Context: an optimization exercise on an open-source flow, tuned for small area, a short achievable clock period and few clock cycles per item. The choices shown serve that exercise and are no tape-out recipe. At most, simulation tests tie the RTL to the original design; equivalence was not proved. The RTL of run 1 was laid out without a check of its function.

==> flow/design.v (outline; a module is shown in full before it is edited, if it fits) <==
// module arr_mult_fa: 10 lines
// module arr_mult_ha: 9 lines
// module arr_multiplier_pipe: 3235 lines
module arr_multiplier_pipe #(
  parameter int INPUT_BIT_SIZE = 32,
  parameter int STAGES         = 4
) (
  input  logic                          Clk,
  input  logic                          Reset,
  input  logic                          InValid,
  output logic                          InReady,
  input  logic [INPUT_BIT_SIZE-1:0]     InA,
  input  logic [INPUT_BIT_SIZE-1:0]     InB,
  input  logic                          Signed,
  output logic                          OutValid,
  input  logic                          OutReady,
  output logic [2*INPUT_BIT_SIZE-1:0]   Out
);
  // ...
==> flow/flow/run.sh <==
#!/bin/bash
# The standard layout, with two changes to how it is made:
#  - the input and output ports get sky130_fd_sc_hd__buf_2 buffers instead of the
#    buffer the resizer picks on its own (a slow delay cell);
#  - the resizer's timing repair aims for SETUP_SLACK_MARGIN ns of setup slack, so it
#    works on the paths that set the achieved period, not only on violations.
# The clock period, SDC and every other setting are the standard flow's.
set -euo pipefail
export SETUP_SLACK_MARGIN=${SETUP_SLACK_MARGIN_OVERRIDE:-18.0}
export BUFFER_PORTS_ARGS="-buffer_cell sky130_fd_sc_hd__buf_2"
bash standard.sh > standard.log 2>&1
==> flow/standard.sh <==
#!/bin/bash
# synth_recipe.tcl (not shown) runs the flow's synth.tcl, then flattens the netlist and writes it again
# the make line also repeats each setting of config.mk as NAME=value (left out here)
make -C /OpenROAD-flow-scripts/flow DESIGN_CONFIG=/design/flow/config.mk WORK_HOME=/design/flow/orfs CLKGATE_MAP_FILE= SYNTH_SCRIPT=/design/flow/synth_recipe.tcl "${@:-finish}"
==> flow/config.mk <==
export PLATFORM = sky130hd
export DESIGN_NAME = arr_multiplier_pipe
export DESIGN_NICKNAME = arr_multiplier_pipe
export VERILOG_FILES = /design/flow/design.v
export SDC_FILE = /design/flow/constraint.sdc
export NUM_CORES = 4
export LEC_CHECK = 0
export ABC_AREA = 1
export CAP_MARGIN = 20
export CORE_MARGIN = 2
export CORE_UTILIZATION = 40
export SLEW_MARGIN = 20
export SYNTH_HIERARCHICAL = 1
export SYNTH_MINIMUM_KEEP_SIZE = 0
==> flow/constraint.sdc <==
create_clock -name core_clock -period 24.0 [get_ports {Clk}]
set_input_delay 4.8000 -clock core_clock [delete_from_list [all_inputs] [get_ports {Clk}]]
set_output_delay 4.8000 -clock core_clock [all_outputs]
set_load 0.01 [all_outputs]
==> summary.txt, run 1 <==
Global routing
  • Total routing usage reported by global routing: 30.9%
  • Met1 global-route usage: 37.5%
  • Via count of the first global-routing pass: 26300
  • Largest net degree at the start of global routing: 67

Place
  • Placed inst area: 30800 µm²

Min path
  • Min-Delay Endpoint: q_q[55]

Cells and area
  • Data buffer area share: 12.2%
  • Registers with the highest flip-flop counts: o_q: 64 flops, q_q: 64 flops, a: 32 flops

STA
  • Sum of negative setup slack: 0 ns

Yosys
  • Portion of the post-synthesis area used by sequential elements: 19.7%
  • Primary FF master, synth: sky130_fd_sc_hd__edfxtp_1
  • Fraction of synthesized cell area taken by the top area cell type: 33.8%
  • Main combinational cell family by area after synthesis: adder cells
  • Total standard cell area after synthesis: 29300 µm²

Floorplan
  • Area of the core: 72800 µm²
  • Cell row count: 99
  • Tapcells inserted: 959

Critical path
  • Data required time at the worst endpoint: 24.31 ns
  • Critical path fanouts, max: 8
  • CP startpoint kind: flip-flop

Detailed routing
  • Via count normalized by instance count: 6.38
  • Max Used Layer: met5

Clocking
  • Post-cts sizing count: 451
  • Clk pin slew, worst setup/hold paths: 0.06 ns

Run status
  • Result of the run: complete, no violations
==> run 2: changes to the inputs <==
--- a/flow/design.v
+++ b/flow/design.v
@@ -40,64 +40,67 @@
   output logic                          InReady,
   input  logic [INPUT_BIT_SIZE-1:0]     InA,
   input  logic [INPUT_BIT_SIZE-1:0]     InB,
   input  logic                          Signed,
   output logic                          OutValid,
   input  logic                          OutReady,
   output logic [2*INPUT_BIT_SIZE-1:0]   Out
 );
-  logic        en, o_en, i_rdy;
-  logic        r_vl, o_vl, q_vl;
+  logic        en, o_en, q_vl, q_vl2;
+  logic [63:0] q_q;
+  logic        r_vl, o_vl;
+  logic        m_vl;
   logic [31:0] a;
-  logic [63:0] prod, o_q, q_q;
+  logic [31:0] b;
+  logic        s;
+  logic [63:0] prod, o_q;
   assign en      = !q_vl;
   assign o_en    = !o_vl || OutReady;
-  assign InReady = i_rdy;
+  assign InReady = !q_vl2;
   always_ff @(posedge Clk or negedge Reset) begin
     if (!Reset) begin
       r_vl <= 1'b0;
       o_vl <= 1'b0;
+      m_vl <= 1'b0;
       q_vl <= 1'b0;
-      i_rdy <= 1'b1;
+      q_vl2 <= 1'b0;
     end else begin
       if (en) begin
         r_vl <= InValid;
+        m_vl <= r_vl;
       end
-      if (o_en) o_vl <= q_vl || r_vl;
-      q_vl <= !o_en && (q_vl || r_vl);
-      i_rdy <= o_en || !(q_vl || r_vl);
+      if (o_en) o_vl <= q_vl || m_vl;
+      q_vl  <= !o_en && (q_vl || m_vl);
+      q_vl2 <= (o_vl && !OutReady && q_vl) || (o_vl && !OutReady && m_vl);
     end
   end
   always_ff @(posedge Clk) begin
     if (en) begin
       a <= InA;
-      a32  <= Signed & InA[31];
-      bone <= bone_d;
-      btwo <= btwo_d;
-      bneg <= bneg_d;
-      b16  <= InB[31] & ~Signed;
+      b <= InB;
+      s <= Signed;
     end
     if (!q_vl) q_q <= prod;
     if (o_en) o_q <= q_vl ? q_q : prod;
   end
   assign Out      = o_q;
   assign OutValid = o_vl;
   logic [32:0] a33;
-  logic [33:0] b34_d;
-  logic [15:0] bone_d, btwo_d, bneg_d;
+  logic [33:0] b34;
   logic [15:0] bone, btwo, bneg;
-  logic        a32, b16;
-  assign a33   = {a32, a};
-  assign b34_d = {Signed & InB[31], InB, 1'b0};
+  logic        b16;
+  assign a33 = {s & a[31], a};
+  assign b34 = {s & b[31], b, 1'b0};
   for (genvar i = 0; i < 16; i++) begin : g_enc
-    assign bone_d[i] = b34_d[2*i+1] ^ b34_d[2*i];
-    assign btwo_d[i] = (b34_d[2*i+2] & ~b34_d[2*i+1] & ~b34_d[2*i]) | (~b34_d[2*i+2] & b34_d[2*i+1] & b34_d[2*i]);
-    assign bneg_d[i] = b34_d[2*i+2];
+    assign bone[i] = b34[2*i+1] ^ b34[2*i];
+    assign btwo[i] = (b34[2*i+2] & ~b34[2*i+1] & ~b34[2*i]) | (~b34[2*i+2] & b34[2*i+1] & b34[2*i]);
+    assign bneg[i] = b34[2*i+2];
   end
+  assign b16 = b[31] & ~s;
   logic pp0_0;
   logic pp0_1;
   logic pp0_2;
   logic pp0_3;
   logic pp0_4;
   logic pp0_5;
   logic pp0_6;
   logic pp0_7;
@@ -2292,116 +2295,116 @@
   assign pp16_24 = a[24] & b16;
   assign pp16_25 = a[25] & b16;
   assign pp16_26 = a[26] & b16;
   assign pp16_27 = a[27] & b16;
   assign pp16_28 = a[28] & b16;
   assign pp16_29 = a[29] & b16;
   assign pp16_30 = a[30] & b16;
   assign pp16_31 = a[31] & b16;
-  arr_mult_ha u_s1 (.i_a(bneg[1]), .i_b(pp0_2), .o_s(s1), .o_c(c2));
-  arr_mult_ha u_s3 (.i_a(pp0_3), .i_b(pp1_1), .o_s(s3), .o_c(c4));
+  arr_mult_fa u_s1 (.i_a(bneg[1]), .i_b(pp0_2), .i_c(pp1_0), .o_s(s1), .o_c(c2));
+  arr_mult_fa u_s3 (.i_a(pp0_3), .i_b(pp1_1), .i_c(c2), .o_s(s3), .o_c(c4));
   arr_mult_fa u_s5 (.i_a(bneg[2]), .i_b(pp0_4), .i_c(pp1_2), .o_s(s5), .o_c(c6));
-  arr_mult_ha u_s7 (.i_a(pp2_0), .i_b(c4), .o_s(s7), .o_c(c8));
+  arr_mult_fa u_s7 (.i_a(pp2_0), .i_b(s5), .i_c(c4), .o_s(s7), .o_c(c8));
   arr_mult_fa u_s9 (.i_a(pp0_5), .i_b(pp1_3), .i_c(pp2_1), .o_s(s9), .o_c(c10));
-  arr_mult_ha u_s11 (.i_a(c8), .i_b(c6), .o_s(s11), .o_c(c12));
+  arr_mult_fa u_s11 (.i_a(c6), .i_b(s9), .i_c(c8), .o_s(s11), .o_c(c12));
   arr_mult_fa u_s13 (.i_a(bneg[3]), .i_b(pp0_6), .i_c(pp1_4), .o_s(s13), .o_c(c14));
   arr_mult_fa u_s15 (.i_a(pp2_2), .i_b(pp3_0), .i_c(c10), .o_s(s15), .o_c(c16));
-  arr_mult_ha u_s17 (.i_a(s13), .i_b(c12), .o_s(s17), .o_c(c18));
+  arr_mult_fa u_s17 (.i_a(s13), .i_b(s15), .i_c(c12), .o_s(s17), .o_c(c18));
   arr_mult_fa u_s19 (.i_a(pp0_7), .i_b(pp1_5), .i_c(pp2_3), .o_s(s19), .o_c(c20));
   arr_mult_fa u_s21 (.i_a(pp3_1), .i_b(c14), .i_c(s19), .o_s(s21), .o_c(c22));
-  arr_mult_ha u_s23 (.i_a(c18), .i_b(c16), .o_s(s23), .o_c(c24));
+  arr_mult_fa u_s23 (.i_a(c16), .i_b(s21), .i_c(c18), .o_s(s23), .o_c(c24));
   arr_mult_fa u_s25 (.i_a(bneg[4]), .i_b(pp0_8), .i_c(pp1_6), .o_s(s25), .o_c(c26));
   arr_mult_fa u_s27 (.i_a(pp2_4), .i_b(pp3_2), .i_c(pp4_0), .o_s(s27), .o_c(c28));
   arr_mult_fa u_s29 (.i_a(c20), .i_b(s25), .i_c(s27), .o_s(s29), .o_c(c30));
-  arr_mult_ha u_s31 (.i_a(c22), .i_b(c24), .o_s(s31), .o_c(c32));
+  arr_mult_fa u_s31 (.i_a(c22), .i_b(s29), .i_c(c24), .o_s(s31), .o_c(c32));
   arr_mult_fa u_s33 (.i_a(pp0_9), .i_b(pp1_7), .i_c(pp2_5), .o_s(s33), .o_c(c34));
   arr_mult_fa u_s35 (.i_a(pp3_3), .i_b(pp4_1), .i_c(c26), .o_s(s35), .o_c(c36));
   arr_mult_fa u_s37 (.i_a(c28), .i_b(s33), .i_c(c30), .o_s(s37), .o_c(c38));
-  arr_mult_ha u_s39 (.i_a(s35), .i_b(c32), .o_s(s39), .o_c(c40));
+  arr_mult_ha u_s39 (.i_a(s35), .i_b(s37), .o_s(s39), .o_c(c40));
   arr_mult_fa u_s41 (.i_a(bneg[5]), .i_b(pp0_10), .i_c(pp1_8), .o_s(s41), .o_c(c42));
   arr_mult_fa u_s43 (.i_a(pp2_6), .i_b(pp3_4), .i_c(pp4_2), .o_s(s43), .o_c(c44));
   arr_mult_fa u_s45 (.i_a(pp5_0), .i_b(c34), .i_c(s41), .o_s(s45), .o_c(c46));
   arr_mult_fa u_s47 (.i_a(s43), .i_b(c36), .i_c(s45), .o_s(s47), .o_c(c48));
-  arr_mult_ha u_s49 (.i_a(c38), .i_b(c40), .o_s(s49), .o_c(c50));
+  arr_mult_fa u_s49 (.i_a(c38), .i_b(s47), .i_c(c40), .o_s(s49), .o_c(c50));
   arr_mult_fa u_s51 (.i_a(pp0_11), .i_b(pp1_9), .i_c(pp2_7), .o_s(s51), .o_c(c52));
   arr_mult_fa u_s53 (.i_a(pp3_5), .i_b(pp4_3), .i_c(pp5_1), .o_s(s53), .o_c(c54));
   arr_mult_fa u_s55 (.i_a(c42), .i_b(c44), .i_c(s51), .o_s(s55), .o_c(c56));
   arr_mult_fa u_s57 (.i_a(s53), .i_b(c46), .i_c(s55), .o_s(s57), .o_c(c58));
-  arr_mult_ha u_s59 (.i_a(c48), .i_b(s57), .o_s(s59), .o_c(c60));
+  arr_mult_fa u_s59 (.i_a(c48), .i_b(s57), .i_c(c50), .o_s(s59), .o_c(c60));
   arr_mult_fa u_s61 (.i_a(bneg[6]), .i_b(pp0_12), .i_c(pp1_10), .o_s(s61), .o_c(c62));
   arr_mult_fa u_s63 (.i_a(pp2_8), .i_b(pp3_6), .i_c(pp4_4), .o_s(s63), .o_c(c64));
   arr_mult_fa u_s65 (.i_a(pp5_2), .i_b(pp6_0), .i_c(c52), .o_s(s65), .o_c(c66));
   arr_mult_fa u_s67 (.i_a(c54), .i_b(s61), .i_c(s63), .o_s(s67), .o_c(c68));
   arr_mult_fa u_s69 (.i_a(c56), .i_b(s65), .i_c(s67), .o_s(s69), .o_c(c70));
-  arr_mult_ha u_s71 (.i_a(c58), .i_b(s69), .o_s(s71), .o_c(c72));
+  arr_mult_fa u_s71 (.i_a(c58), .i_b(s69), .i_c(c60), .o_s(s71), .o_c(c72));
   arr_mult_fa u_s73 (.i_a(pp0_13), .i_b(pp1_11), .i_c(pp2_9), .o_s(s73), .o_c(c74));
   arr_mult_fa u_s75 (.i_a(pp3_7), .i_b(pp4_5), .i_c(pp5_3), .o_s(s75), .o_c(c76));
   arr_mult_fa u_s77 (.i_a(pp6_1), .i_b(c62), .i_c(c64), .o_s(s77), .o_c(c78));
   arr_mult_fa u_s79 (.i_a(s73), .i_b(s75), .i_c(c66), .o_s(s79), .o_c(c80));
   arr_mult_fa u_s81 (.i_a(c68), .i_b(s77), .i_c(s79), .o_s(s81), .o_c(c82));
-  arr_mult_ha u_s83 (.i_a(c70), .i_b(c72), .o_s(s83), .o_c(c84));
+  arr_mult_ha u_s83 (.i_a(c70), .i_b(s81), .o_s(s83), .o_c(c84));
   arr_mult_fa u_s85 (.i_a(bneg[7]), .i_b(pp0_14), .i_c(pp1_12), .o_s(s85), .o_c(c86));
   arr_mult_fa u_s87 (.i_a(pp2_10), .i_b(pp3_8), .i_c(pp4_6), .o_s(s87), .o_c(c88));
   arr_mult_fa u_s89 (.i_a(pp5_4), .i_b(pp6_2), .i_c(pp7_0), .o_s(s89), .o_c(c90));
   arr_mult_fa u_s91 (.i_a(c74), .i_b(c76), .i_c(s85), .o_s(s91), .o_c(c92));
   arr_mult_fa u_s93 (.i_a(s87), .i_b(s89), .i_c(c78), .o_s(s93), .o_c(c94));
   arr_mult_fa u_s95 (.i_a(s91), .i_b(c80), .i_c(s93), .o_s(s95), .o_c(c96));
-  arr_mult_ha u_s97 (.i_a(c82), .i_b(s95), .o_s(s97), .o_c(c98));
+  arr_mult_fa u_s97 (.i_a(c82), .i_b(s95), .i_c(c84), .o_s(s97), .o_c(c98));
   arr_mult_fa u_s99 (.i_a(pp0_15), .i_b(pp1_13), .i_c(pp2_11), .o_s(s99), .o_c(c100));
   arr_mult_fa u_s101 (.i_a(pp3_9), .i_b(pp4_7), .i_c(pp5_5), .o_s(s101), .o_c(c102));
   arr_mult_fa u_s103 (.i_a(pp6_3), .i_b(pp7_1), .i_c(c86), .o_s(s103), .o_c(c104));
   arr_mult_fa u_s105 (.i_a(c88), .i_b(c90), .i_c(s99), .o_s(s105), .o_c(c106));
   arr_mult_fa u_s107 (.i_a(s101), .i_b(c92), .i_c(s103), .o_s(s107), .o_c(c108));
   arr_mult_fa u_s109 (.i_a(s105), .i_b(c94), .i_c(s107), .o_s(s109), .o_c(c110));
-  arr_mult_ha u_s111 (.i_a(c96), .i_b(s109), .o_s(s111), .o_c(c112));
+  arr_mult_fa u_s111 (.i_a(c96), .i_b(s109), .i_c(c98), .o_s(s111), .o_c(c112));
   arr_mult_fa u_s113 (.i_a(bneg[8]), .i_b(pp0_16), .i_c(pp1_14), .o_s(s113), .o_c(c114));
   arr_mult_fa u_s115 (.i_a(pp2_12), .i_b(pp3_10), .i_c(pp4_8), .o_s(s115), .o_c(c116));
   arr_mult_fa u_s117 (.i_a(pp5_6), .i_b(pp6_4), .i_c(pp7_2), .o_s(s117), .o_c(c118));
   arr_mult_fa u_s119 (.i_a(pp8_0), .i_b(c100), .i_c(c102), .o_s(s119), .o_c(c120));
   arr_mult_fa u_s121 (.i_a(s113), .i_b(s115), .i_c(s117), .o_s(s121), .o_c(c122));
   arr_mult_fa u_s123 (.i_a(c104), .i_b(c106), .i_c(s119), .o_s(s123), .o_c(c124));
   arr_mult_fa u_s125 (.i_a(s121), .i_b(c108), .i_c(s123), .o_s(s125), .o_c(c126));
   arr_mult_ha u_s127 (.i_a(c110), .i_b(s125), .o_s(s127), .o_c(c128));
   arr_mult_fa u_s129 (.i_a(pp0_17), .i_b(pp1_15), .i_c(pp2_13), .o_s(s129), .o_c(c130));
   arr_mult_fa u_s131 (.i_a(pp3_11), .i_b(pp4_9), .i_c(pp5_7), .o_s(s131), .o_c(c132));
   arr_mult_fa u_s133 (.i_a(pp6_5), .i_b(pp7_3), .i_c(pp8_1), .o_s(s133), .o_c(c134));
   arr_mult_fa u_s135 (.i_a(c114), .i_b(c116), .i_c(c118), .o_s(s135), .o_c(c136));
   arr_mult_fa u_s137 (.i_a(s129), .i_b(s131), .i_c(s133), .o_s(s137), .o_c(c138));
   arr_mult_fa u_s139 (.i_a(c120), .i_b(c122), .i_c(s135), .o_s(s139), .o_c(c140));
   arr_mult_fa u_s141 (.i_a(s137), .i_b(c124), .i_c(s139), .o_s(s141), .o_c(c142));
-  arr_mult_ha u_s143 (.i_a(c126), .i_b(s141), .o_s(s143), .o_c(c144));
+  arr_mult_fa u_s143 (.i_a(c126), .i_b(s141), .i_c(c128), .o_s(s143), .o_c(c144));
   arr_mult_fa u_s145 (.i_a(bneg[9]), .i_b(pp0_18), .i_c(pp1_16), .o_s(s145), .o_c(c146));
   arr_mult_fa u_s147 (.i_a(pp2_14), .i_b(pp3_12), .i_c(pp4_10), .o_s(s147), .o_c(c148));
   arr_mult_fa u_s149 (.i_a(pp5_8), .i_b(pp6_6), .i_c(pp7_4), .o_s(s149), .o_c(c150));
   arr_mult_fa u_s151 (.i_a(pp8_2), .i_b(pp9_0), .i_c(c130), .o_s(s151), .o_c(c152));
   arr_mult_fa u_s153 (.i_a(c132), .i_b(c134), .i_c(s145), .o_s(s153), .o_c(c154));
   arr_mult_fa u_s155 (.i_a(s147), .i_b(s149), .i_c(c136), .o_s(s155), .o_c(c156));
   arr_mult_fa u_s157 (.i_a(c138), .i_b(s151), .i_c(s153), .o_s(s157), .o_c(c158));
   arr_mult_fa u_s159 (.i_a(c140), .i_b(s155), .i_c(s157), .o_s(s159), .o_c(c160));
-  arr_mult_ha u_s161 (.i_a(c142), .i_b(s159), .o_s(s161), .o_c(c162));
+  arr_mult_fa u_s161 (.i_a(c142), .i_b(s159), .i_c(c144), .o_s(s161), .o_c(c162));
   arr_mult_fa u_s163 (.i_a(pp0_19), .i_b(pp1_17), .i_c(pp2_15), .o_s(s163), .o_c(c164));
   arr_mult_fa u_s165 (.i_a(pp3_13), .i_b(pp4_11), .i_c(pp5_9), .o_s(s165), .o_c(c166));
   arr_mult_fa u_s167 (.i_a(pp6_7), .i_b(pp7_5), .i_c(pp8_3), .o_s(s167), .o_c(c168));
   arr_mult_fa u_s169 (.i_a(pp9_1), .i_b(c146), .i_c(c148), .o_s(s169), .o_c(c170));
   arr_mult_fa u_s171 (.i_a(c150), .i_b(s163), .i_c(s165), .o_s(s171), .o_c(c172));
   arr_mult_fa u_s173 (.i_a(s167), .i_b(c152), .i_c(c154), .o_s(s173), .o_c(c174));
   arr_mult_fa u_s175 (.i_a(s169), .i_b(s171), .i_c(c156), .o_s(s175), .o_c(c176));
   arr_mult_fa u_s177 (.i_a(c158), .i_b(s173), .i_c(s175), .o_s(s177), .o_c(c178));
-  arr_mult_ha u_s179 (.i_a(c160), .i_b(c162), .o_s(s179), .o_c(c180));
+  arr_mult_ha u_s179 (.i_a(c160), .i_b(s177), .o_s(s179), .o_c(c180));
   arr_mult_fa u_s181 (.i_a(bneg[10]), .i_b(pp0_20), .i_c(pp1_18), .o_s(s181), .o_c(c182));
   arr_mult_fa u_s183 (.i_a(pp2_16), .i_b(pp3_14), .i_c(pp4_12), .o_s(s183), .o_c(c184));
   arr_mult_fa u_s185 (.i_a(pp5_10), .i_b(pp6_8), .i_c(pp7_6), .o_s(s185), .o_c(c186));
   arr_mult_fa u_s187 (.i_a(pp8_4), .i_b(pp9_2), .i_c(pp10_0), .o_s(s187), .o_c(c188));
   arr_mult_fa u_s189 (.i_a(c164), .i_b(c166), .i_c(c168), .o_s(s189), .o_c(c190));
   arr_mult_fa u_s191 (.i_a(s181), .i_b(s183), .i_c(s185), .o_s(s191), .o_c(c192));
   arr_mult_fa u_s193 (.i_a(s187), .i_b(c170), .i_c(c172), .o_s(s193), .o_c(c194));
   arr_mult_fa u_s195 (.i_a(s189), .i_b(s191), .i_c(c174), .o_s(s195), .o_c(c196));
   arr_mult_fa u_s197 (.i_a(s193), .i_b(c176), .i_c(s195), .o_s(s197), .o_c(c198));
-  arr_mult_ha u_s199 (.i_a(c178), .i_b(s197), .o_s(s199), .o_c(c200));
+  arr_mult_fa u_s199 (.i_a(c178), .i_b(s197), .i_c(c180), .o_s(s199), .o_c(c200));
   arr_mult_fa u_s201 (.i_a(pp0_21), .i_b(pp1_19), .i_c(pp2_17), .o_s(s201), .o_c(c202));
   arr_mult_fa u_s203 (.i_a(pp3_15), .i_b(pp4_13), .i_c(pp5_11), .o_s(s203), .o_c(c204));
   arr_mult_fa u_s205 (.i_a(pp6_9), .i_b(pp7_7), .i_c(pp8_5), .o_s(s205), .o_c(c206));
   arr_mult_fa u_s207 (.i_a(pp9_3), .i_b(pp10_1), .i_c(c182), .o_s(s207), .o_c(c208));
   arr_mult_fa u_s209 (.i_a(c184), .i_b(c186), .i_c(c188), .o_s(s209), .o_c(c210));
   arr_mult_fa u_s211 (.i_a(s201), .i_b(s203), .i_c(s205), .o_s(s211), .o_c(c212));
   arr_mult_fa u_s213 (.i_a(c190), .i_b(c192), .i_c(s207), .o_s(s213), .o_c(c214));
   arr_mult_fa u_s215 (.i_a(s209), .i_b(s211), .i_c(c194), .o_s(s215), .o_c(c216));
@@ -2412,17 +2415,17 @@
   arr_mult_fa u_s225 (.i_a(pp5_12), .i_b(pp6_10), .i_c(pp7_8), .o_s(s225), .o_c(c226));
   arr_mult_fa u_s227 (.i_a(pp8_6), .i_b(pp9_4), .i_c(pp10_2), .o_s(s227), .o_c(c228));
   arr_mult_fa u_s229 (.i_a(pp11_0), .i_b(c202), .i_c(c204), .o_s(s229), .o_c(c230));
   arr_mult_fa u_s231 (.i_a(c206), .i_b(s221), .i_c(s223), .o_s(s231), .o_c(c232));
   arr_mult_fa u_s233 (.i_a(s225), .i_b(s227), .i_c(c208), .o_s(s233), .o_c(c234));
   arr_mult_fa u_s235 (.i_a(c210), .i_b(c212), .i_c(s229), .o_s(s235), .o_c(c236));
   arr_mult_fa u_s237 (.i_a(s231), .i_b(c214), .i_c(s233), .o_s(s237), .o_c(c238));
   arr_mult_fa u_s239 (.i_a(s235), .i_b(c216), .i_c(s237), .o_s(s239), .o_c(c240));
-  arr_mult_ha u_s241 (.i_a(c218), .i_b(s239), .o_s(s241), .o_c(c242));
+  arr_mult_fa u_s241 (.i_a(c218), .i_b(s239), .i_c(c220), .o_s(s241), .o_c(c242));
   arr_mult_fa u_s243 (.i_a(pp0_23), .i_b(pp1_21), .i_c(pp2_19), .o_s(s243), .o_c(c244));
   arr_mult_fa u_s245 (.i_a(pp3_17), .i_b(pp4_15), .i_c(pp5_13), .o_s(s245), .o_c(c246));
   arr_mult_fa u_s247 (.i_a(pp6_11), .i_b(pp7_9), .i_c(pp8_7), .o_s(s247), .o_c(c248));
   arr_mult_fa u_s249 (.i_a(pp9_5), .i_b(pp10_3), .i_c(pp11_1), .o_s(s249), .o_c(c250));
   arr_mult_fa u_s251 (.i_a(c222), .i_b(c224), .i_c(c226), .o_s(s251), .o_c(c252));
   arr_mult_fa u_s253 (.i_a(c228), .i_b(s243), .i_c(s245), .o_s(s253), .o_c(c254));
   arr_mult_fa u_s255 (.i_a(s247), .i_b(s249), .i_c(c230), .o_s(s255), .o_c(c256));
   arr_mult_fa u_s257 (.i_a(c232), .i_b(s251), .i_c(s253), .o_s(s257), .o_c(c258));
@@ -2435,17 +2438,17 @@
   arr_mult_fa u_s271 (.i_a(pp8_8), .i_b(pp9_6), .i_c(pp10_4), .o_s(s271), .o_c(c272));
   arr_mult_fa u_s273 (.i_a(pp11_2), .i_b(pp12_0), .i_c(c244), .o_s(s273), .o_c(c274));
   arr_mult_fa u_s275 (.i_a(c246), .i_b(c248), .i_c(c250), .o_s(s275), .o_c(c276));
   arr_mult_fa u_s277 (.i_a(s265), .i_b(s267), .i_c(s269), .o_s(s277), .o_c(c278));
   arr_mult_fa u_s279 (.i_a(s271), .i_b(c252), .i_c(c254), .o_s(s279), .o_c(c280));
   arr_mult_fa u_s281 (.i_a(s273), .i_b(s275), .i_c(s277), .o_s(s281), .o_c(c282));
   arr_mult_fa u_s283 (.i_a(c256), .i_b(c258), .i_c(s279), .o_s(s283), .o_c(c284));
   arr_mult_fa u_s285 (.i_a(s281), .i_b(c260), .i_c(s283), .o_s(s285), .o_c(c286));
-  arr_mult_ha u_s287 (.i_a(c262), .i_b(s285), .o_s(s287), .o_c(c288));
+  arr_mult_fa u_s287 (.i_a(c262), .i_b(s285), .i_c(c264), .o_s(s287), .o_c(c288));
   arr_mult_fa u_s289 (.i_a(pp0_25), .i_b(pp1_23), .i_c(pp2_21), .o_s(s289), .o_c(c290));
   arr_mult_fa u_s291 (.i_a(pp3_19), .i_b(pp4_17), .i_c(pp5_15), .o_s(s291), .o_c(c292));
   arr_mult_fa u_s293 (.i_a(pp6_13), .i_b(pp7_11), .i_c(pp8_9), .o_s(s293), .o_c(c294));
   arr_mult_fa u_s295 (.i_a(pp9_7), .i_b(pp10_5), .i_c(pp11_3), .o_s(s295), .o_c(c296));
   arr_mult_fa u_s297 (.i_a(pp12_1), .i_b(c266), .i_c(c268), .o_s(s297), .o_c(c298));
   arr_mult_fa u_s299 (.i_a(c270), .i_b(c272), .i_c(s289), .o_s(s299), .o_c(c300));
   arr_mult_fa u_s301 (.i_a(s291), .i_b(s293), .i_c(s295), .o_s(s301), .o_c(c302));
   arr_mult_fa u_s303 (.i_a(c274), .i_b(c276), .i_c(c278), .o_s(s303), .o_c(c304));
@@ -2460,17 +2463,17 @@
   arr_mult_fa u_s321 (.i_a(pp11_4), .i_b(pp12_2), .i_c(pp13_0), .o_s(s321), .o_c(c322));
   arr_mult_fa u_s323 (.i_a(c290), .i_b(c292), .i_c(c294), .o_s(s323), .o_c(c324));
   arr_mult_fa u_s325 (.i_a(c296), .i_b(s313), .i_c(s315), .o_s(s325), .o_c(c326));
   arr_mult_fa u_s327 (.i_a(s317), .i_b(s319), .i_c(s321), .o_s(s327), .o_c(c328));
   arr_mult_fa u_s329 (.i_a(c298), .i_b(c300), .i_c(c302), .o_s(s329), .o_c(c330));
   arr_mult_fa u_s331 (.i_a(s323), .i_b(s325), .i_c(s327), .o_s(s331), .o_c(c332));
   arr_mult_fa u_s333 (.i_a(c304), .i_b(c306), .i_c(s329), .o_s(s333), .o_c(c334));
   arr_mult_fa u_s335 (.i_a(s331), .i_b(c308), .i_c(s333), .o_s(s335), .o_c(c336));
-  arr_mult_ha u_s337 (.i_a(c310), .i_b(s335), .o_s(s337), .o_c(c338));
+  arr_mult_fa u_s337 (.i_a(c310), .i_b(s335), .i_c(c312), .o_s(s337), .o_c(c338));
   arr_mult_fa u_s339 (.i_a(pp0_27), .i_b(pp1_25), .i_c(pp2_23), .o_s(s339), .o_c(c340));
   arr_mult_fa u_s341 (.i_a(pp3_21), .i_b(pp4_19), .i_c(pp5_17), .o_s(s341), .o_c(c342));
   arr_mult_fa u_s343 (.i_a(pp6_15), .i_b(pp7_13), .i_c(pp8_11), .o_s(s343), .o_c(c344));
   arr_mult_fa u_s345 (.i_a(pp9_9), .i_b(pp10_7), .i_c(pp11_5), .o_s(s345), .o_c(c346));
   arr_mult_fa u_s347 (.i_a(pp12_3), .i_b(pp13_1), .i_c(c314), .o_s(s347), .o_c(c348));
   arr_mult_fa u_s349 (.i_a(c316), .i_b(c318), .i_c(c320), .o_s(s349), .o_c(c350));
   arr_mult_fa u_s351 (.i_a(c322), .i_b(s339), .i_c(s341), .o_s(s351), .o_c(c352));
   arr_mult_fa u_s353 (.i_a(s343), .i_b(s345), .i_c(c324), .o_s(s353), .o_c(c354));
@@ -2487,17 +2490,17 @@
   arr_mult_fa u_s375 (.i_a(pp14_0), .i_b(c340), .i_c(c342), .o_s(s375), .o_c(c376));
   arr_mult_fa u_s377 (.i_a(c344), .i_b(c346), .i_c(s365), .o_s(s377), .o_c(c378));
   arr_mult_fa u_s379 (.i_a(s367), .i_b(s369), .i_c(s371), .o_s(s379), .o_c(c380));
   arr_mult_fa u_s381 (.i_a(s373), .i_b(c348), .i_c(c350), .o_s(s381), .o_c(c382));
   arr_mult_fa u_s383 (.i_a(c352), .i_b(s375), .i_c(s377), .o_s(s383), .o_c(c384));
   arr_mult_fa u_s385 (.i_a(s379), .i_b(c354), .i_c(c356), .o_s(s385), .o_c(c386));
   arr_mult_fa u_s387 (.i_a(s381), .i_b(s383), .i_c(c358), .o_s(s387), .o_c(c388));
   arr_mult_fa u_s389 (.i_a(c360), .i_b(s385), .i_c(s387), .o_s(s389), .o_c(c390));
-  arr_mult_ha u_s391 (.i_a(c362), .i_b(c364), .o_s(s391), .o_c(c392));
+  arr_mult_fa u_s391 (.i_a(c362), .i_b(c364), .i_c(s389), .o_s(s391), .o_c(c392));
   arr_mult_fa u_s393 (.i_a(pp0_29), .i_b(pp1_27), .i_c(pp2_25), .o_s(s393), .o_c(c394));
   arr_mult_fa u_s395 (.i_a(pp3_23), .i_b(pp4_21), .i_c(pp5_19), .o_s(s395), .o_c(c396));
   arr_mult_fa u_s397 (.i_a(pp6_17), .i_b(pp7_15), .i_c(pp8_13), .o_s(s397), .o_c(c398));
   arr_mult_fa u_s399 (.i_a(pp9_11), .i_b(pp10_9), .i_c(pp11_7), .o_s(s399), .o_c(c400));
   arr_mult_fa u_s401 (.i_a(pp12_5), .i_b(pp13_3), .i_c(pp14_1), .o_s(s401), .o_c(c402));
   arr_mult_fa u_s403 (.i_a(c366), .i_b(c368), .i_c(c370), .o_s(s403), .o_c(c404));
   arr_mult_fa u_s405 (.i_a(c372), .i_b(c374), .i_c(s393), .o_s(s405), .o_c(c406));
   arr_mult_fa u_s407 (.i_a(s395), .i_b(s397), .i_c(s399), .o_s(s407), .o_c(c408));
@@ -2715,17 +2718,17 @@
   arr_mult_fa u_s817 (.i_a(pp10_24), .i_b(pp11_22), .i_c(pp12_20), .o_s(s817), .o_c(c818));
   arr_mult_fa u_s819 (.i_a(pp13_18), .i_b(pp14_16), .i_c(pp15_14), .o_s(s819), .o_c(c820));
   arr_mult_fa u_s821 (.i_a(c792), .i_b(c794), .i_c(c796), .o_s(s821), .o_c(c822));
   arr_mult_fa u_s823 (.i_a(c798), .i_b(s813), .i_c(s815), .o_s(s823), .o_c(c824));
   arr_mult_fa u_s825 (.i_a(s817), .i_b(s819), .i_c(c800), .o_s(s825), .o_c(c826));
   arr_mult_fa u_s827 (.i_a(c802), .i_b(s821), .i_c(s823), .o_s(s827), .o_c(c828));
   arr_mult_fa u_s829 (.i_a(c804), .i_b(c806), .i_c(s825), .o_s(s829), .o_c(c830));
   arr_mult_fa u_s831 (.i_a(s827), .i_b(c808), .i_c(s829), .o_s(s831), .o_c(c832));
-  arr_mult_ha u_s833 (.i_a(c810), .i_b(s831), .o_s(s833), .o_c(c834));
+  arr_mult_fa u_s833 (.i_a(c810), .i_b(s831), .i_c(c812), .o_s(s833), .o_c(c834));
   arr_mult_fa u_s835 (.i_a(pp16_13), .i_b(pp6_33), .i_c(pp7_31), .o_s(s835), .o_c(c836));
   arr_mult_fa u_s837 (.i_a(pp8_29), .i_b(pp9_27), .i_c(pp10_25), .o_s(s837), .o_c(c838));
   arr_mult_fa u_s839 (.i_a(pp11_23), .i_b(pp12_21), .i_c(pp13_19), .o_s(s839), .o_c(c840));
   arr_mult_fa u_s841 (.i_a(pp14_17), .i_b(pp15_15), .i_c(c814), .o_s(s841), .o_c(c842));
   arr_mult_fa u_s843 (.i_a(c816), .i_b(c818), .i_c(c820), .o_s(s843), .o_c(c844));
   arr_mult_fa u_s845 (.i_a(s835), .i_b(s837), .i_c(s839), .o_s(s845), .o_c(c846));
   arr_mult_fa u_s847 (.i_a(c822), .i_b(c824), .i_c(s841), .o_s(s847), .o_c(c848));
   arr_mult_fa u_s849 (.i_a(s843), .i_b(s845), .i_c(c826), .o_s(s849), .o_c(c850));
@@ -2736,17 +2739,17 @@
   arr_mult_fa u_s857 (.i_a(pp8_30), .i_b(pp9_28), .i_c(pp10_26), .o_s(s857), .o_c(c858));
   arr_mult_fa u_s859 (.i_a(pp11_24), .i_b(pp12_22), .i_c(pp13_20), .o_s(s859), .o_c(c860));
   arr_mult_fa u_s861 (.i_a(pp14_18), .i_b(pp15_16), .i_c(c836), .o_s(s861), .o_c(c862));
   arr_mult_fa u_s863 (.i_a(c838), .i_b(c840), .i_c(s855), .o_s(s863), .o_c(c864));
   arr_mult_fa u_s865 (.i_a(s857), .i_b(s859), .i_c(c842), .o_s(s865), .o_c(c866));
   arr_mult_fa u_s867 (.i_a(c844), .i_b(c846), .i_c(s861), .o_s(s867), .o_c(c868));
   arr_mult_fa u_s869 (.i_a(s863), .i_b(c848), .i_c(s865), .o_s(s869), .o_c(c870));
   arr_mult_fa u_s871 (.i_a(s867), .i_b(c850), .i_c(s869), .o_s(s871), .o_c(c872));
-  arr_mult_ha u_s873 (.i_a(c852), .i_b(s871), .o_s(s873), .o_c(c874));
+  arr_mult_fa u_s873 (.i_a(c852), .i_b(s871), .i_c(c854), .o_s(s873), .o_c(c874));
   arr_mult_fa u_s875 (.i_a(pp16_15), .i_b(pp7_33), .i_c(pp8_31), .o_s(s875), .o_c(c876));
   arr_mult_fa u_s877 (.i_a(pp9_29), .i_b(pp10_27), .i_c(pp11_25), .o_s(s877), .o_c(c878));
   arr_mult_fa u_s879 (.i_a(pp12_23), .i_b(pp13_21), .i_c(pp14_19), .o_s(s879), .o_c(c880));
   arr_mult_fa u_s881 (.i_a(pp15_17), .i_b(c856), .i_c(c858), .o_s(s881), .o_c(c882));
   arr_mult_fa u_s883 (.i_a(c860), .i_b(s875), .i_c(s877), .o_s(s883), .o_c(c884));
   arr_mult_fa u_s885 (.i_a(s879), .i_b(c862), .i_c(c864), .o_s(s885), .o_c(c886));
   arr_mult_fa u_s887 (.i_a(s881), .i_b(s883), .i_c(c866), .o_s(s887), .o_c(c888));
   arr_mult_fa u_s889 (.i_a(c868), .i_b(s885), .i_c(c870), .o_s(s889), .o_c(c890));
@@ -2755,98 +2758,298 @@
   assign c894 = pp16_16 | pp8_32;
   arr_mult_fa u_s895 (.i_a(pp9_30), .i_b(pp10_28), .i_c(pp11_26), .o_s(s895), .o_c(c896));
   arr_mult_fa u_s897 (.i_a(pp12_24), .i_b(pp13_22), .i_c(pp14_20), .o_s(s897), .o_c(c898));
   arr_mult_fa u_s899 (.i_a(pp15_18), .i_b(c876), .i_c(c878), .o_s(s899), .o_c(c900));
   arr_mult_fa u_s901 (.i_a(c880), .i_b(s893), .i_c(s895), .o_s(s901), .o_c(c902));
   arr_mult_fa u_s903 (.i_a(s897), .i_b(c882), .i_c(c884), .o_s(s903), .o_c(c904));
   arr_mult_fa u_s905 (.i_a(s899), .i_b(s901), .i_c(c886), .o_s(s905), .o_c(c906));
   arr_mult_fa u_s907 (.i_a(s903), .i_b(c888), .i_c(s905), .o_s(s907), .o_c(c908));
-  arr_mult_ha u_s909 (.i_a(c890), .i_b(s907), .o_s(s909), .o_c(c910));
+  arr_mult_fa u_s909 (.i_a(c890), .i_b(s907), .i_c(c892), .o_s(s909), .o_c(c910));
   arr_mult_fa u_s911 (.i_a(pp16_17), .i_b(pp8_33), .i_c(pp9_31), .o_s(s911), .o_c(c912));
   arr_mult_fa u_s913 (.i_a(pp10_29), .i_b(pp11_27), .i_c(pp12_25), .o_s(s913), .o_c(c914));
   arr_mult_fa u_s915 (.i_a(pp13_23), .i_b(pp14_21), .i_c(pp15_19), .o_s(s915), .o_c(c916));
   arr_mult_fa u_s917 (.i_a(c894), .i_b(c896), .i_c(c898), .o_s(s917), .o_c(c918));
   arr_mult_fa u_s919 (.i_a(s911), .i_b(s913), .i_c(s915), .o_s(s919), .o_c(c920));
   arr_mult_fa u_s921 (.i_a(c900), .i_b(c902), .i_c(s917), .o_s(s921), .o_c(c922));
   arr_mult_fa u_s923 (.i_a(s919), .i_b(c904), .i_c(s921), .o_s(s923), .o_c(c924));
   arr_mult_fa u_s925 (.i_a(c906), .i_b(s923), .i_c(c908), .o_s(s925), .o_c(c926));
   assign s927 = ~(pp16_18 ^ pp9_32);
   assign c928 = pp16_18 | pp9_32;
   arr_mult_fa u_s929 (.i_a(pp10_30), .i_b(pp11_28), .i_c(pp12_26), .o_s(s929), .o_c(c930));
   arr_mult_fa u_s931 (.i_a(pp13_24), .i_b(pp14_22), .i_c(pp15_20), .o_s(s931), .o_c(c932));
   arr_mult_fa u_s933 (.i_a(c912), .i_b(c914), .i_c(c916), .o_s(s933), .o_c(c934));
   arr_mult_fa u_s935 (.i_a(s927), .i_b(s929), .i_c(s931), .o_s(s935), .o_c(c936));
   arr_mult_fa u_s937 (.i_a(c918), .i_b(c920), .i_c(s933), .o_s(s937), .o_c(c938));
   arr_mult_fa u_s939 (.i_a(s935), .i_b(c922), .i_c(s937), .o_s(s939), .o_c(c940));
-  arr_mult_ha u_s941 (.i_a(c924), .i_b(s939), .o_s(s941), .o_c(c942));
+  arr_mult_fa u_s941 (.i_a(c924), .i_b(s939), .i_c(c926), .o_s(s941), .o_c(c942));
   arr_mult_fa u_s943 (.i_a(pp16_19), .i_b(pp9_33), .i_c(pp10_31), .o_s(s943), .o_c(c944));
   arr_mult_fa u_s945 (.i_a(pp11_29), .i_b(pp12_27), .i_c(pp13_25), .o_s(s945), .o_c(c946));
   arr_mult_fa u_s947 (.i_a(pp14_23), .i_b(pp15_21), .i_c(c928), .o_s(s947), .o_c(c948));
   arr_mult_fa u_s949 (.i_a(c930), .i_b(c932), .i_c(s943), .o_s(s949), .o_c(c950));
   arr_mult_fa u_s951 (.i_a(s945), .i_b(c934), .i_c(c936), .o_s(s951), .o_c(c952));
   arr_mult_fa u_s953 (.i_a(s947), .i_b(s949), .i_c(c938), .o_s(s953), .o_c(c954));
   arr_mult_fa u_s955 (.i_a(s951), .i_b(c940), .i_c(s953), .o_s(s955), .o_c(c956));
   assign s957 = ~(pp16_20 ^ pp10_32);
   assign c958 = pp16_20 | pp10_32;
   arr_mult_fa u_s959 (.i_a(pp11_30), .i_b(pp12_28), .i_c(pp13_26), .o_s(s959), .o_c(c960));
   arr_mult_fa u_s961 (.i_a(pp14_24), .i_b(pp15_22), .i_c(c944), .o_s(s961), .o_c(c962));
   arr_mult_fa u_s963 (.i_a(c946), .i_b(s957), .i_c(s959), .o_s(s963), .o_c(c964));
   arr_mult_fa u_s965 (.i_a(c948), .i_b(c950), .i_c(s961), .o_s(s965), .o_c(c966));
   arr_mult_fa u_s967 (.i_a(s963), .i_b(c952), .i_c(s965), .o_s(s967), .o_c(c968));
-  arr_mult_ha u_s969 (.i_a(c954), .i_b(s967), .o_s(s969), .o_c(c970));
+  arr_mult_fa u_s969 (.i_a(c954), .i_b(s967), .i_c(c956), .o_s(s969), .o_c(c970));
   arr_mult_fa u_s971 (.i_a(pp16_21), .i_b(pp10_33), .i_c(pp11_31), .o_s(s971), .o_c(c972));
   arr_mult_fa u_s973 (.i_a(pp12_29), .i_b(pp13_27), .i_c(pp14_25), .o_s(s973), .o_c(c974));
   arr_mult_fa u_s975 (.i_a(pp15_23), .i_b(c958), .i_c(c960), .o_s(s975), .o_c(c976));
   arr_mult_fa u_s977 (.i_a(s971), .i_b(s973), .i_c(c962), .o_s(s977), .o_c(c978));
   arr_mult_fa u_s979 (.i_a(c964), .i_b(s975), .i_c(c966), .o_s(s979), .o_c(c980));
   arr_mult_fa u_s981 (.i_a(s977), .i_b(c968), .i_c(s979), .o_s(s981), .o_c(c982));
   assign s983 = ~(pp16_22 ^ pp11_32);
   assign c984 = pp16_22 | pp11_32;
   arr_mult_fa u_s985 (.i_a(pp12_30), .i_b(pp13_28), .i_c(pp14_26), .o_s(s985), .o_c(c986));
   arr_mult_fa u_s987 (.i_a(pp15_24), .i_b(c972), .i_c(c974), .o_s(s987), .o_c(c988));
   arr_mult_fa u_s989 (.i_a(s983), .i_b(s985), .i_c(c976), .o_s(s989), .o_c(c990));
   arr_mult_fa u_s991 (.i_a(s987), .i_b(c978), .i_c(s989), .o_s(s991), .o_c(c992));
-  arr_mult_ha u_s993 (.i_a(c980), .i_b(s991), .o_s(s993), .o_c(c994));
+  arr_mult_fa u_s993 (.i_a(c980), .i_b(s991), .i_c(c982), .o_s(s993), .o_c(c994));
   arr_mult_fa u_s995 (.i_a(pp16_23), .i_b(pp11_33), .i_c(pp12_31), .o_s(s995), .o_c(c996));
   arr_mult_fa u_s997 (.i_a(pp13_29), .i_b(pp14_27), .i_c(pp15_25), .o_s(s997), .o_c(c998));
   arr_mult_fa u_s999 (.i_a(c984), .i_b(c986), .i_c(s995), .o_s(s999), .o_c(c1000));
   arr_mult_fa u_s1001 (.i_a(s997), .i_b(c988), .i_c(s999), .o_s(s1001), .o_c(c1002));
   arr_mult_fa u_s1003 (.i_a(c990), .i_b(s1001), .i_c(c992), .o_s(s1003), .o_c(c1004));
   assign s1005 = ~(pp16_24 ^ pp12_32);
   assign c1006 = pp16_24 | pp12_32;
   arr_mult_fa u_s1007 (.i_a(pp13_30), .i_b(pp14_28), .i_c(pp15_26), .o_s(s1007), .o_c(c1008));
   arr_mult_fa u_s1009 (.i_a(c996), .i_b(c998), .i_c(s1005), .o_s(s1009), .o_c(c1010));
   arr_mult_fa u_s1011 (.i_a(s1007), .i_b(c1000), .i_c(s1009), .o_s(s1011), .o_c(c1012));
-  arr_mult_ha u_s1013 (.i_a(c1002), .i_b(s1011), .o_s(s1013), .o_c(c1014));
+  arr_mult_fa u_s1013 (.i_a(c1002), .i_b(s1011), .i_c(c1004), .o_s(s1013), .o_c(c1014));
   arr_mult_fa u_s1015 (.i_a(pp16_25), .i_b(pp12_33), .i_c(pp13_31), .o_s(s1015), .o_c(c1016));
   arr_mult_fa u_s1017 (.i_a(pp14_29), .i_b(pp15_27), .i_c(c1006), .o_s(s1017), .o_c(c1018));
   arr_mult_fa u_s1019 (.i_a(c1008), .i_b(s1015), .i_c(c1010), .o_s(s1019), .o_c(c1020));
   arr_mult_fa u_s1021 (.i_a(s1017), .i_b(c1012), .i_c(s1019), .o_s(s1021), .o_c(c1022));
   assign s1023 = ~(pp16_26 ^ pp13_32);
   assign c1024 = pp16_26 | pp13_32;
   arr_mult_fa u_s1025 (.i_a(pp14_30), .i_b(pp15_28), .i_c(c1016), .o_s(s1025), .o_c(c1026));
   arr_mult_fa u_s1027 (.i_a(s1023), .i_b(c1018), .i_c(s1025), .o_s(s1027), .o_c(c1028));
-  arr_mult_ha u_s1029 (.i_a(c1020), .i_b(s1027), .o_s(s1029), .o_c(c1030));
+  arr_mult_fa u_s1029 (.i_a(c1020), .i_b(s1027), .i_c(c1022), .o_s(s1029), .o_c(c1030));
   arr_mult_fa u_s1031 (.i_a(pp16_27), .i_b(pp13_33), .i_c(pp14_31), .o_s(s1031), .o_c(c1032));
   arr_mult_fa u_s1033 (.i_a(pp15_29), .i_b(c1024), .i_c(s1031), .o_s(s1033), .o_c(c1034));
   arr_mult_fa u_s1035 (.i_a(c1026), .i_b(s1033), .i_c(c1028), .o_s(s1035), .o_c(c1036));
   assign s1037 = ~(pp16_28 ^ pp14_32);
   assign c1038 = pp16_28 | pp14_32;
   arr_mult_fa u_s1039 (.i_a(pp15_30), .i_b(c1032), .i_c(s1037), .o_s(s1039), .o_c(c1040));
-  arr_mult_ha u_s1041 (.i_a(c1034), .i_b(s1039), .o_s(s1041), .o_c(c1042));
+  arr_mult_fa u_s1041 (.i_a(c1034), .i_b(s1039), .i_c(c1036), .o_s(s1041), .o_c(c1042));
   arr_mult_fa u_s1043 (.i_a(pp16_29), .i_b(pp14_33), .i_c(pp15_31), .o_s(s1043), .o_c(c1044));
   arr_mult_fa u_s1045 (.i_a(c1038), .i_b(s1043), .i_c(c1040), .o_s(s1045), .o_c(c1046));
   assign s1047 = ~(pp16_30 ^ pp15_32);
   assign c1048 = pp16_30 | pp15_32;
-  arr_mult_ha u_s1049 (.i_a(c1044), .i_b(s1047), .o_s(s1049), .o_c(c1050));
+  arr_mult_fa u_s1049 (.i_a(c1044), .i_b(s1047), .i_c(c1046), .o_s(s1049), .o_c(c1050));
   arr_mult_fa u_s1051 (.i_a(pp16_31), .i_b(pp15_33), .i_c(c1048), .o_s(s1051), .o_c(c1052));
+  logic m_x0;
+  logic m_y0;
+  logic m_x1;
+  logic m_x2;
+  logic m_x3;
+  logic m_x4;
+  logic m_x5;
+  logic m_x6;
+  logic m_x7;
+  logic m_x8;
+  logic m_x9;
+  logic m_y9;
+  logic m_x10;
+  logic m_x11;
+  logic m_x12;
+  logic m_x13;
+  logic m_y13;
+  logic m_x14;
+  logic m_x15;
+  logic m_x16;
+  logic m_y16;
+  logic m_x17;
+  logic m_x18;
+  logic m_x19;
+  logic m_y19;
+  logic m_x20;
+  logic m_x21;
+  logic m_y21;
+  logic m_x22;
+  logic m_x23;
+  logic m_y23;
+  logic m_x24;
+  logic m_x25;
+  logic m_y25;
+  logic m_x26;
+  logic m_x27;
+  logic m_y27;
+  logic m_x28;
+  logic m_x29;
+  logic m_y29;
+  logic m_x30;
+  logic m_y30;
+  logic m_x31;
+  logic m_y31;
+  logic m_x32;
+  logic m_y32;
+  logic m_x33;
+  logic m_y33;
+  logic m_x34;
+  logic m_y34;
+  logic m_x35;
+  logic m_y35;
+  logic m_x36;
+  logic m_y36;
+  logic m_x37;
+  logic m_y37;
+  logic m_x38;
+  logic m_y38;
+  logic m_x39;
+  logic m_y39;
+  logic m_x40;
+  logic m_y40;
+  logic m_x41;
+  logic m_y41;
+  logic m_x42;
+  logic m_y42;
+  logic m_x43;
+  logic m_y43;
+  logic m_x44;
+  logic m_x45;
+  logic m_y45;
+  logic m_x46;
+  logic m_x47;
+  logic m_y47;
+  logic m_x48;
+  logic m_x49;
+  logic m_y49;
+  logic m_x50;
+  logic m_x51;
+  logic m_y51;
+  logic m_x52;
+  logic m_x53;
+  logic m_y53;
+  logic m_x54;
+  logic m_x55;
+  logic m_y55;
+  logic m_x56;
+  logic m_x57;
+  logic m_y57;
+  logic m_x58;
+  logic m_x59;
+  logic m_y59;
+  logic m_x60;
+  logic m_x61;
+  logic m_y61;
+  logic m_x62;
+  logic m_x63;
+  logic m_y63;
+  always_ff @(posedge Clk) begin
+    if (en) begin
+      m_x0 <= pp0_0;
+      m_y0 <= bneg[0];
+      m_x1 <= pp0_1;
+      m_x2 <= s1;
+      m_x3 <= s3;
+      m_x4 <= s7;
+      m_x5 <= s11;
+      m_x6 <= s17;
+      m_x7 <= s23;
+      m_x8 <= s31;
+      m_x9 <= c32;
+      m_y9 <= s39;
+      m_x10 <= s49;
+      m_x11 <= s59;
+      m_x12 <= s71;
+      m_x13 <= c72;
+      m_y13 <= s83;
+      m_x14 <= s97;
+      m_x15 <= s111;
+      m_x16 <= c112;
+      m_y16 <= s127;
+      m_x17 <= s143;
+      m_x18 <= s161;
+      m_x19 <= c162;
+      m_y19 <= s179;
+      m_x20 <= s199;
+      m_x21 <= c200;
+      m_y21 <= s219;
+      m_x22 <= s241;
+      m_x23 <= c242;
+      m_y23 <= s263;
+      m_x24 <= s287;
+      m_x25 <= c288;
+      m_y25 <= s311;
+      m_x26 <= s337;
+      m_x27 <= c338;
+      m_y27 <= s363;
+      m_x28 <= s391;
+      m_x29 <= c392;
+      m_y29 <= s419;
+      m_x30 <= c420;
+      m_y30 <= s449;
+      m_x31 <= c450;
+      m_y31 <= s479;
+      m_x32 <= c480;
+      m_y32 <= s509;
+      m_x33 <= c510;
+      m_y33 <= s541;
+      m_x34 <= c542;
+      m_y34 <= s573;
+      m_x35 <= c574;
+      m_y35 <= s603;
+      m_x36 <= c604;
+      m_y36 <= s633;
+      m_x37 <= c634;
+      m_y37 <= s661;
+      m_x38 <= c662;
+      m_y38 <= s689;
+      m_x39 <= c690;
+      m_y39 <= s715;
+      m_x40 <= c716;
+      m_y40 <= s741;
+      m_x41 <= c742;
+      m_y41 <= s765;
+      m_x42 <= c766;
+      m_y42 <= s789;
+      m_x43 <= c790;
+      m_y43 <= s811;
+      m_x44 <= s833;
+      m_x45 <= c834;
+      m_y45 <= s853;
+      m_x46 <= s873;
+      m_x47 <= c874;
+      m_y47 <= s891;
+      m_x48 <= s909;
+      m_x49 <= c910;
+      m_y49 <= s925;
+      m_x50 <= s941;
+      m_x51 <= c942;
+      m_y51 <= s955;
+      m_x52 <= s969;
+      m_x53 <= c970;
+      m_y53 <= s981;
+      m_x54 <= s993;
+      m_x55 <= c994;
+      m_y55 <= s1003;
+      m_x56 <= s1013;
+      m_x57 <= c1014;
+      m_y57 <= s1021;
+      m_x58 <= s1029;
+      m_x59 <= c1030;
+      m_y59 <= s1035;
+      m_x60 <= s1041;
+      m_x61 <= c1042;
+      m_y61 <= s1045;
+      m_x62 <= s1049;
+      m_x63 <= c1050;
+      m_y63 <= s1051;
+    end
+  end
   logic [63:0] sx, sy;
-  assign sx = {c1050, c1046, c1042, c1036, c1030, c1022, c1014, c1004, c994, c982, c970, c956, c942, c926, c910, c892, c874, c854, c834, c812, c790, c766, c742, c716, c690, c662, c634, c604, c574, c542, c510, c480, c450, c420, c392, s389, c338, c312, c288, c264, c242, c220, c200, c180, s177, c144, c128, c112, c98, c84, s81, c60, c50, s47, s37, s29, s21, s15, s9, s5, c2, pp1_0, pp0_1, pp0_0};
-  assign sy = {s1051, s1049, s1045, s1041, s1035, s1029, s1021, s1013, s1003, s993, s981, s969, s955, s941, s925, s909, s891, s873, s853, s833, s811, s789, s765, s741, s715, s689, s661, s633, s603, s573, s541, s509, s479, s449, s419, s391, s363, s337, s311, s287, s263, s241, s219, s199, s179, s161, s143, s127, s111, s97, s83, s71, s59, s49, s39, s31, s23, s17, s11, s7, s3, s1, 1'b0, bneg[0]};
+  assign sx = {m_x63, m_x62, m_x61, m_x60, m_x59, m_x58, m_x57, m_x56, m_x55, m_x54, m_x53, m_x52, m_x51, m_x50, m_x49, m_x48, m_x47, m_x46, m_x45, m_x44, m_x43, m_x42, m_x41, m_x40, m_x39, m_x38, m_x37, m_x36, m_x35, m_x34, m_x33, m_x32, m_x31, m_x30, m_x29, m_x28, m_x27, m_x26, m_x25, m_x24, m_x23, m_x22, m_x21, m_x20, m_x19, m_x18, m_x17, m_x16, m_x15, m_x14, m_x13, m_x12, m_x11, m_x10, m_x9, m_x8, m_x7, m_x6, m_x5, m_x4, m_x3, m_x2, m_x1, m_x0};
+  assign sy = {m_y63, 1'b0, m_y61, 1'b0, m_y59, 1'b0, m_y57, 1'b0, m_y55, 1'b0, m_y53, 1'b0, m_y51, 1'b0, m_y49, 1'b0, m_y47, 1'b0, m_y45, 1'b0, m_y43, m_y42, m_y41, m_y40, m_y39, m_y38, m_y37, m_y36, m_y35, m_y34, m_y33, m_y32, m_y31, m_y30, m_y29, 1'b0, m_y27, 1'b0, m_y25, 1'b0, m_y23, 1'b0, m_y21, 1'b0, m_y19, 1'b0, 1'b0, m_y16, 1'b0, 1'b0, m_y13, 1'b0, 1'b0, 1'b0, m_y9, 1'b0, 1'b0, 1'b0, 1'b0, 1'b0, 1'b0, 1'b0, 1'b0, m_y0};
   logic [63:0] pg_g, pg_p, cy;
   assign pg_g = sx & sy;
   assign pg_p = sx ^ sy;
   logic pf_g1;
   assign pf_g1 = pg_g[1] | (pg_p[1] & pg_g[0]);
   logic pf_g2;
   assign pf_g2 = pg_g[3] | (pg_p[3] & pg_g[2]);
   logic pf_p2;
==> flow/flow/run.sh (replaced) <==
#!/bin/bash
# The standard layout, with two changes to how it is made:
#  - the input and output ports get sky130_fd_sc_hd__buf_2 buffers instead of the
#    buffer the resizer picks on its own (a slow delay cell);
#  - the resizer's timing repair aims for SETUP_SLACK_MARGIN ns of setup slack, so it
#    works on the paths that set the achieved period, not only on violations.
# The clock period, SDC and every other setting are the standard flow's.
set -euo pipefail
export SETUP_SLACK_MARGIN=${SETUP_SLACK_MARGIN_OVERRIDE:-18.5}
export BUFFER_PORTS_ARGS="-buffer_cell sky130_fd_sc_hd__buf_2"
bash standard.sh > standard.log 2>&1
--- a/flow/config.mk
+++ b/flow/config.mk
@@ -4,11 +4,13 @@
 export VERILOG_FILES = /design/flow/design.v
 export SDC_FILE = /design/flow/constraint.sdc
 export NUM_CORES = 4
 export LEC_CHECK = 0
 export ABC_AREA = 1
 export CAP_MARGIN = 20
 export CORE_MARGIN = 2
 export CORE_UTILIZATION = 40
+export CTS_CLUSTER_DIAMETER = 100
+export CTS_CLUSTER_SIZE = 25
 export SLEW_MARGIN = 20
 export SYNTH_HIERARCHICAL = 1
 export SYNTH_MINIMUM_KEEP_SIZE = 0
==> run 2 against run 1 <==
Compared with the run above:
- still clean on timing, DRC and antenna
- via count is 5.7% lower
- clock-buffer cell count is 12 lower
- worst hold slack better by 0.0054 ns
- largest cell class unchanged
- worst setup slack better by 0.75 ns
- area after synthesis rose by 6.6%
- die area increased by 6.5%
- fmax grew 13%
- highest routed layer unchanged
==> summary.txt, run 2 <==
Run status
  • Result of the run: complete, no violations (unchanged)

Yosys
  • Instance count of the mapped netlist: 2846 (was 2834)
  • Number of storage elements in the synthesis netlist: 296 (was 214)
  • Primary FF master, synth: sky130_fd_sc_hd__edfxtp_1 (unchanged)
  • Post-synth EDFFs: 227 (was 146)
  • Top cells by area, synth: sky130_fd_sc_hd__fa_1 32%, sky130_fd_sc_hd__edfxtp_1 22%, sky130_fd_sc_hd__xor2_1 14% (was sky130_fd_sc_hd__fa_1 34%, sky130_fd_sc_hd__xor2_1 17%, sky130_fd_sc_hd__edfxtp_1 15%)
  • Leading cell types by count after synthesis: 517 x sky130_fd_sc_hd__xor2_1, 501 x sky130_fd_sc_hd__fa_1, 499 x sky130_fd_sc_hd__o22ai_1 (was 553 x sky130_fd_sc_hd__xor2_1, 512 x sky130_fd_sc_hd__o22ai_1, 495 x sky130_fd_sc_hd__fa_1)
  • Most frequent cell after synthesis: sky130_fd_sc_hd__xor2_1 (unchanged)
  • Portion of the post-synthesis area used by sequential elements: 26.3% (was 19.7%)
  • Top cell type by total area after synthesis: sky130_fd_sc_hd__fa_1 (unchanged)
  • Total standard cell area after synthesis: 31300 µm² (was 29300 µm²)
  • Cell variety after synth: 37 (was 33)
  • Share of async-settable or async-resettable flops after synthesis: 1.69% (was 1.87%)
  • Avg Inst Size Synth: 11.0 µm² (was 10.4 µm²)
  • Net count after synthesis: 3506 (was 3522)
  • Total of warnings raised by yosys: 7 (unchanged)
  • Fraction of synthesized cell area taken by the top area cell type: 32.1% (was 33.8%)

Floorplan
  • Starting utilization of the core area: 40.4% (was 40.3%)
  • Top Ports: 135 (unchanged)
  • Height of the chip: 284 µm (was 275 µm)
  • Die area: 80500 µm² (was 75500 µm²)
  • Die W: 284 µm (was 275 µm)
  • Cell row count: 102 (was 99)
  • Area of the core: 77500 µm² (was 72800 µm²)

Min path
  • Kind of path behind the tightest hold check: flip-flop to flip-flop (unchanged)

Cells and area
  • Registers with the highest flip-flop counts: o_q: 64 flops, q_q: 64 flops (was o_q: 64 flops, q_q: 64 flops, a: 32 flops)
  • Area overhead of the layout relative to synthesis: 8.96% (was 23.8%)
  • Count of inserted antenna diode cells: 0 (was 3)
  • Total of fill cells in the finished design: 7193 (was 6436)
  • Seq. cell area: 8230 µm² (was 5770 µm²)
  • Number of nets in the layout: 3470 (was 3649)
  • Most used cells in the layout excluding fill and tap cells: 516 x sky130_fd_sc_hd__xor2_1, 501 x sky130_fd_sc_hd__fa_1, 499 x sky130_fd_sc_hd__o22ai_1, 251 x sky130_fd_sc_hd__nand2_1, 227 x sky130_fd_sc_hd__edfxtp_1 (was 528 x sky130_fd_sc_hd__xor2_1, 470 x sky130_fd_sc_hd__o22ai_1, 369 x sky130_fd_sc_hd__fa_1, 225 x sky130_fd_sc_hd__nand2_1, 146 x sky130_fd_sc_hd__edfxtp_1)
  • Final core utilization: 44.0% (was 49.9%)
  • Share of post-route cells with drive strength above 1: 11.8% (was 25.4%)
  • Design Area, Final: 34100 µm² (was 36300 µm²)
  • Area taken by multi-input logic gates: 21600 µm² (was 23100 µm²)
  • Most common cell after layout, fill and taps aside: sky130_fd_sc_hd__xor2_1 (unchanged)

Critical path
  • Critical-path cell list: buf_2
  • Data arrival, critical path: 1.15 ns (was 7.01 ns)
  • Crit-path slowest cell: sky130_fd_sc_hd__edfxtp_1 (was sky130_fd_sc_hd__fa_2)
  • Type of the worst setup path: flip-flop to output pin (was flip-flop to flip-flop)
  • Data required time at the worst endpoint: 19.20 ns (was 24.31 ns)
  • CP startpoint kind: flip-flop (unchanged)
  • Buffers and inverters on the worst path: 1 (was 5)
  • Largest incremental delay on the critical path: 0.42 ns (was 0.68 ns)
  • Critical path fanouts, max: 1 (was 8)
  • Cell class contributing the biggest share of worst-path delay: flip-flops (was adder cells)
  • Critical path endpoint category: output pin (was flip-flop)

Place
  • Placed inst area: 32800 µm² (was 30800 µm²)
  • DP Wirelength: 69.9 mm (was 66.8 mm)
  • Port-buffer cells: 134 (unchanged)
  • Pre-CTS WS: 17.93 ns (was 16.45 ns)
  • Routability congestion estimate: 0.959 (was 0.897)

Clocking
  • Quantity of hold-fixing buffers added after cts: 0 (unchanged)
  • Num CTS Buffers: 18 (was 26)
  • Clock Latency Late Sink: 0.58 ns (was 0.62 ns)
  • Clk pin slew, worst setup/hold paths: 0.09 ns (was 0.06 ns)
  • Largest buffer count on any clock path: 3 (unchanged)
  • Clock tree from TritonCTS: built (unchanged)
  • Buffer cell driving the clock tree root: sky130_fd_sc_hd__clkbuf_16 (unchanged)
  • Number of sinks on the clock net: 296 (was 214)
  • Level count of the clock H-tree: 1 (unchanged)

STA
  • Normalized max-slew margin: 34.7% (was 31.8%)
  • Upper clock frequency limit: 0.168 GHz (was 0.149 GHz)
  • Sum of negative setup slack: 0 ns (unchanged)
  • Max-slew violations: 0 (unchanged)
  • Final setup slack of the worst path: 18.05 ns (was 17.30 ns)
  • Post-route fraction of the period consumed by the critical path: 24.8% (was 27.9%)
  • RSZ-0062 raised after global routing: true (unchanged)
  • Actual transition at the worst max-transition pin: 0.970 ns (was 1.02 ns)
  • Total count of hold-check failures in the final report: 0 (unchanged)
  • Hold WS: 0.456 ns (was 0.451 ns)
  • Setup Skew: 0.0388 ns (was 0.0541 ns)
  • Setup violation total in the final timing report: 0 (unchanged)
  • Final critical path time including I/O delays and setup: 5.95 ns (was 6.70 ns)

Global routing
  • First-pass GRT wire length: 160 mm (was 171 mm)
  • Leftover overflow at the end of global routing: 0 (unchanged)
  • Total routing usage reported by global routing: 26.1% (was 30.9%)
  • Largest net degree at the start of global routing: 131 (was 67)
  • Initial antenna violation count: 1 (was 2)
  • Via count of the first global-routing pass: 24900 (was 26300)

Detailed routing
  • Routed Antenna Nets: 0 (unchanged)
  • First-pass iteration count of the detailed router: 8 (was 9)
  • Via count normalized by instance count: 6.14 (was 6.38)
  • Total routed wirelength: 107 mm (was 119 mm)
  • Number of remaining DRC errors: 0 (unchanged)
  • Wire per inst: 27.7 µm (was 30.1 µm)
  • Total number of vias: 23700 (was 25200)
  • Detailed router's first-iteration violation count: 3187 (was 3492)

Flow run
  • Max-Cap Viols: 0 (unchanged)
## run 2: layout make-up
class	instances	share of cell area [%]
tap	1040	3.82
clock inverter	8	0.239
inverter	156	2.02
sequential	296	24.1
timing repair buffer	217	4.90
multi-input combinational	2121	63.4
clock buffer	24	1.54
## run 2: final timing paths
| kind | start | to | slack, ns | depth (start not counted) |
|---|---|---|---|---|
| max in group asynchronous | Reset | q_vl | 19.84 | 1 |
| max | o_q[14] | Out[14] | 18.05 | 1 |
| min | q_q[62] | q_q[62] | 0.46 | 2 |
| min in group asynchronous | Reset | q_vl | 4.01 | 1 |
| min reg2reg | q_q[62] | q_q[62] | 0.46 | 2 |
| max reg2reg | b[15] | m_x28 | 18.57 | 12 |
## run 2: what timing repair did
action | CTS | global route
gates cloned | 3 | 3
setup buffers | 7 | 4
endpoints found under the setup margin | 117 | 93
pin swaps | 5 | 1
gates resized for setup | 51 | 89
## run 2: cells by family (layout without fill, tap and decap cells)
kind of cell | Yosys count | after routing | synth area share [%]
adders and majority gates | 591 | 591 | 35.7
DFF | 296 | 296 | 26.3
and+or+nand+nor | 353 | 353 | 4.70
buffers and inverters | 432 | 405 | 5.61
xor gates and xnor gates | 544 | 544 | 15.2
AOI/OAI and AO/OA | 630 | 633 | 12.5
## run 2: layer usage
layer	global-route usage (%)	wire length, µm	share of wire [%]
met5	0	13	0.012
met4	13.9	6650	6.2
met3	7.68	13300	12
met2	39.3	46800	44
met1	34.1	40200	38
## run 2: per-module statistics from Yosys (local to each module, per instance)
module,area [µm²],times used
arr_mult_ha,12.5,17
arr_multiplier_pipe,21200,1
arr_mult_fa,20.0,493
## run 2: stage by stage
step	instances
floorplan	2846
global placement	3813
detailed placement	3813
CTS	3855
global route	3862
finish	3862
Testbench counts of run 2, summed over its fixed seeds: cycles 12,024, items 12,000.

[what the ideal ports hide]
In the flow no input, the clock included, has a driving cell. The finished layouts below were timed again as built, in two steps.
Step 1, drivers: a clkbuf_16 drives Clk and a buf_2 each remaining input, both assumed.
Step 2 also shifts input and output timing later by t, the mid clock arrival at the registers, as if the neighbouring blocks saw the same clock.
Three values: ideal, step 1, step 2; two values: the first two.
run | t, ns | slack for setup (ns) | worst hold slack (ns) | cell pins on the clock port's net
run 1 | 0.659 | 17.299 / 17.299 / 17.299 | 0.451 / 0.451 / 0.451 | 1
run 2 | 0.627 | 18.049 / 17.981 / 18.117 | 0.456 / 0.456 / 0.456 | 1
After both steps every run listed still meets setup and hold.
